What follows belongs to an exercise in optimizing a design on an open flow for small area; a production flow would make more cautious choices.
The RTL was checked by simulation tests, not by an equivalence proof against the original design.
No activity file was given, so power comes from the tool's default toggle rates.

==> flow/design.v <==
module rf_aoi3 (
  input  logic [2:0] s,
  input  logic [2:0] d,
  output logic       y_n
);
  assign y_n = ~|(s & d);
endmodule
module rf_aoi2 (
  input  logic [1:0] s,
  input  logic [1:0] d,
  output logic       y_n
);
  assign y_n = ~|(s & d);
endmodule
module rf_aoi1 (
  input  logic s,
  input  logic d,
  output logic y_n
);
  assign y_n = ~(s & d);
endmodule
module rf_rdbit #(
  parameter int N = 31
) (
  input  logic [N-1:0] s,
  input  logic [N-1:0] d,
  output logic         y
);
  localparam int N3 = N / 3;
  localparam int NR = N % 3;
  localparam int NG = N3 + (NR != 0 ? 1 : 0);
  logic [NG-1:0] yn;
  for (genvar k = 0; k < N3; k++) begin : g_aoi
    rf_aoi3 u (.s(s[3*k +: 3]), .d(d[3*k +: 3]), .y_n(yn[k]));
  end
  if (NR == 2) begin : g_r2
    rf_aoi2 u (.s(s[3*N3 +: 2]), .d(d[3*N3 +: 2]), .y_n(yn[N3]));
  end else if (NR == 1) begin : g_r1
    rf_aoi1 u (.s(s[3*N3]), .d(d[3*N3]), .y_n(yn[N3]));
  end
  assign y = ~&yn;
endmodule
module rf_dec (
  input  logic       en,
  input  logic [4:0] a,
  output logic [31:1] y
);
  logic [3:0] lo;
  logic [7:0] hi;
  always_comb begin
    for (int k = 0; k < 4; k++) lo[k] = en && (a[1:0] == 2'(k));
    for (int k = 0; k < 8; k++) hi[k] = (a[4:2] == 3'(k));
    for (int i = 1; i < 32; i++) y[i] = lo[i % 4] && hi[i / 4];
  end
endmodule
module reg_file_mp #(
  parameter int XLEN  = 32,
  parameter int NREGS = 32,
  parameter int NRD   = 2,
  localparam int AW   = $clog2(NREGS)
) (
  input  logic              clk,
  input  logic              rst,
  input  logic [NRD*AW-1:0] rs_addr,
  output logic [NRD*XLEN-1:0] rs_data,
  output logic [NRD-1:0]    rs_busy,
  input  logic              we,
  input  logic [AW-1:0]     rd,
  input  logic [XLEN-1:0]   rd_v,
  input  logic              alloc,
  input  logic [AW-1:0]     alloc_rd,
  output logic [AW:0]       busy_cnt
);
  logic [XLEN-1:0]     regs [1:NREGS-1];
  logic [NREGS-1:1]    valid;
  logic [NREGS-1:1]    busy;
  logic [NREGS-1:1]    wr_dec;
  logic [NREGS-1:1]    al_dec;
  logic                cnt_inc;
  logic                cnt_dec;
  logic [NRD*XLEN-1:0] rdat_nxt;
  logic [NRD-1:0]      rbsy_nxt;
  logic al_busy;
  logic wr_busy;
  logic al_hit;
  logic same_rd;
  rf_rdbit #(.N(NREGS-1)) u_albusy (.s(al_dec), .d(busy), .y(al_busy));
  rf_rdbit #(.N(NREGS-1)) u_wrbusy (.s(wr_dec), .d(busy), .y(wr_busy));
  always_comb begin
    al_hit  = alloc && (alloc_rd != '0);
    same_rd = alloc && (alloc_rd == rd);
    cnt_inc = al_hit && !al_busy;
    cnt_dec = wr_busy && !same_rd;
  end
  rf_dec u_wdec (.en(we),    .a(rd),       .y(wr_dec));
  rf_dec u_adec (.en(alloc), .a(alloc_rd), .y(al_dec));
  always_ff @(posedge clk) begin
    for (int i = 1; i < NREGS; i++)
      if (wr_dec[i])
        regs[i] <= rd_v;
  end
  always_ff @(posedge clk or posedge rst) begin
    if (rst) begin
      valid    <= '0;
      busy     <= '0;
      busy_cnt <= '0;
    end else begin
      valid <= valid | wr_dec;
      busy  <= (busy & ~wr_dec) | al_dec;
      unique case ({cnt_inc, cnt_dec})
        2'b10:   busy_cnt <= busy_cnt + 1'b1;
        2'b01:   busy_cnt <= busy_cnt - 1'b1;
        default: busy_cnt <= busy_cnt;
      endcase
    end
  end
  for (genvar g = 0; g < NRD; g++) begin : g_rd
    logic [AW-1:0]    ra;
    logic [NREGS-1:1] sel;
    logic [NREGS-1:1] sel_v;
    assign ra = rs_addr[g*AW +: AW];
    rf_dec u_rdec (.en(1'b1), .a(ra), .y(sel));
    assign sel_v = sel & valid;
    for (genvar j = 0; j < XLEN; j++) begin : g_bit
      logic [NREGS-1:1] col;
      for (genvar i = 1; i < NREGS; i++) begin : g_col
        assign col[i] = regs[i][j];
      end
      rf_rdbit #(.N(NREGS-1)) u_bit (.s(sel_v), .d(col), .y(rdat_nxt[g*XLEN + j]));
    end
    rf_rdbit #(.N(NREGS-1)) u_busy (.s(sel), .d(busy), .y(rbsy_nxt[g]));
  end
  always_ff @(posedge clk or posedge rst) begin
    if (rst) begin
      rs_data <= '0;
      rs_busy <= '0;
    end else begin
      rs_data <= rdat_nxt;
      rs_busy <= rbsy_nxt;
    end
  end
endmodule
Settings: LEC_CHECK=0, CAP_MARGIN=20, CORE_MARGIN=2, CORE_UTILIZATION=45, SLEW_MARGIN=20, SYNTH_HIERARCHICAL=1, SYNTH_MINIMUM_KEEP_SIZE=0; clock period 5.0 ns.
standard.sh (not shown) runs the stock make flow with config.mk's settings and CLKGATE_MAP_FILE= SYNTH_SCRIPT=/design/flow/synth_recipe.tcl, a recipe that flattens the netlist after the stock synthesis.
==> flow/flow/run.sh <==
#!/bin/bash
# Standard ORFS layout (the standard.sh, standard synthesis unchanged) with these
# changes: ports are buffered with the smallest buffer (buf_1) instead of the cell
# buffer_ports picks by default; CTS builds larger sink clusters and inserts no dummy
# loads; after global routing, non-critical gates are downsized (RECOVER_POWER).
# make's full output goes to standard_make.log; each step's log is under orfs/logs.
set -euo pipefail
cd "$(dirname "$0")/.."
bash standard.sh \
  "BUFFER_PORTS_ARGS=-buffer_cell sky130_fd_sc_hd__buf_1" \
  "CTS_ARGS=-sink_clustering_enable -repair_clock_nets -sink_clustering_size 25 -sink_clustering_max_diameter 100 -dont_use_dummy_load" \
  "RECOVER_POWER=100" \
  finish > standard_make.log 2>&1
The starting point produced a layout that fails on max-capacitance violations, max-slew violations.
Edit:
==> flow/flow/run.sh (replaced) <==
#!/bin/bash
# Standard ORFS layout (the standard.sh, standard synthesis unchanged) with two
# changes: ports are buffered with the smallest buffer (buf_1) instead of the cell
# buffer_ports picks by default, and CTS builds larger sink clusters and inserts no
# dummy loads. make's full output goes to standard_make.log; each step's log is
# under orfs/logs.
set -euo pipefail
cd "$(dirname "$0")/.."
bash standard.sh \
  "BUFFER_PORTS_ARGS=-buffer_cell sky130_fd_sc_hd__buf_1" \
  "CTS_ARGS=-sink_clustering_enable -repair_clock_nets -sink_clustering_size 25 -sink_clustering_max_diameter 100 -dont_use_dummy_load" \
  finish > standard_make.log 2>&1
--- a/flow/config.mk
+++ b/flow/config.mk
@@ -9,3 +9,3 @@
 export CORE_MARGIN = 2
-export CORE_UTILIZATION = 45
+export CORE_UTILIZATION = 55
 export SLEW_MARGIN = 20
=>
- The new run completed without violations
- via count drops by 0.88%
- core utilization climbs by 11 points
- global-route usage climbs by 6.6 points
- clock skew stays flat
- power is about the same
- die area drops by 18%
Edit:
==> flow/run.sh (new file) <==
#!/bin/bash
# synth_recipe.tcl (not shown) runs the flow's synth.tcl, then flattens the netlist and writes it again
# the make line also repeats each setting of config.mk as NAME=value (left out here)
make -C /OpenROAD-flow-scripts/flow DESIGN_CONFIG=/design/flow/config.mk WORK_HOME=/design/flow/orfs CLKGATE_MAP_FILE= SYNTH_SCRIPT=/design/flow/synth_recipe.tcl finish
--- a/flow/config.mk
+++ b/flow/config.mk
@@ -9,3 +9,5 @@
 export CORE_MARGIN = 2
-export CORE_UTILIZATION = 55
+export CORE_UTILIZATION = 45
+export CTS_CLUSTER_DIAMETER = 100
+export CTS_CLUSTER_SIZE = 25
 export SLEW_MARGIN = 20
removed: flow/flow/run.sh
removed: flow/standard.sh
Effect:
- die area is higher by about a fifth
- combinational power is higher by roughly a tenth
- wire length is higher by a few percent
- global-route usage is lower by 5.9 points
- register-to-register slack improved by 0.14 ns
- worst setup slack got worse by 0.15 ns

[what the ideal ports hide]
Ports are ideal in the flow. The routed layouts listed here were re-timed in OpenROAD. Step 1 assumes that a clkbuf_16 drives the clock port and a buf_2 every other input. Step 2 adds t to the input delays and takes it off the output delays; t is the mean of the earliest and latest rising clock arrival at the registers after step 1. Input paths then give back, and output paths get back, about the clock's delay inside the block. Three values: ideal ports, drivers, drivers and shift; two values: the first two.
run	t, ns	setup slack, ns	worst register clock-pin slew, ns	cell pins on the clock port's net
the first run	0.695	0.185 / 0.228 / -0.467	0.11 / 0.11	1
the second run	0.684	0.787 / 0.825 / 0.141	0.11 / 0.11	1
the third run	0.713	0.632 / 0.675 / -0.038	0.11 / 0.11	1
For the third run, which loses most, drivers alone change the setup slack by +0.043 ns; drivers and shift together by -0.670 ns.
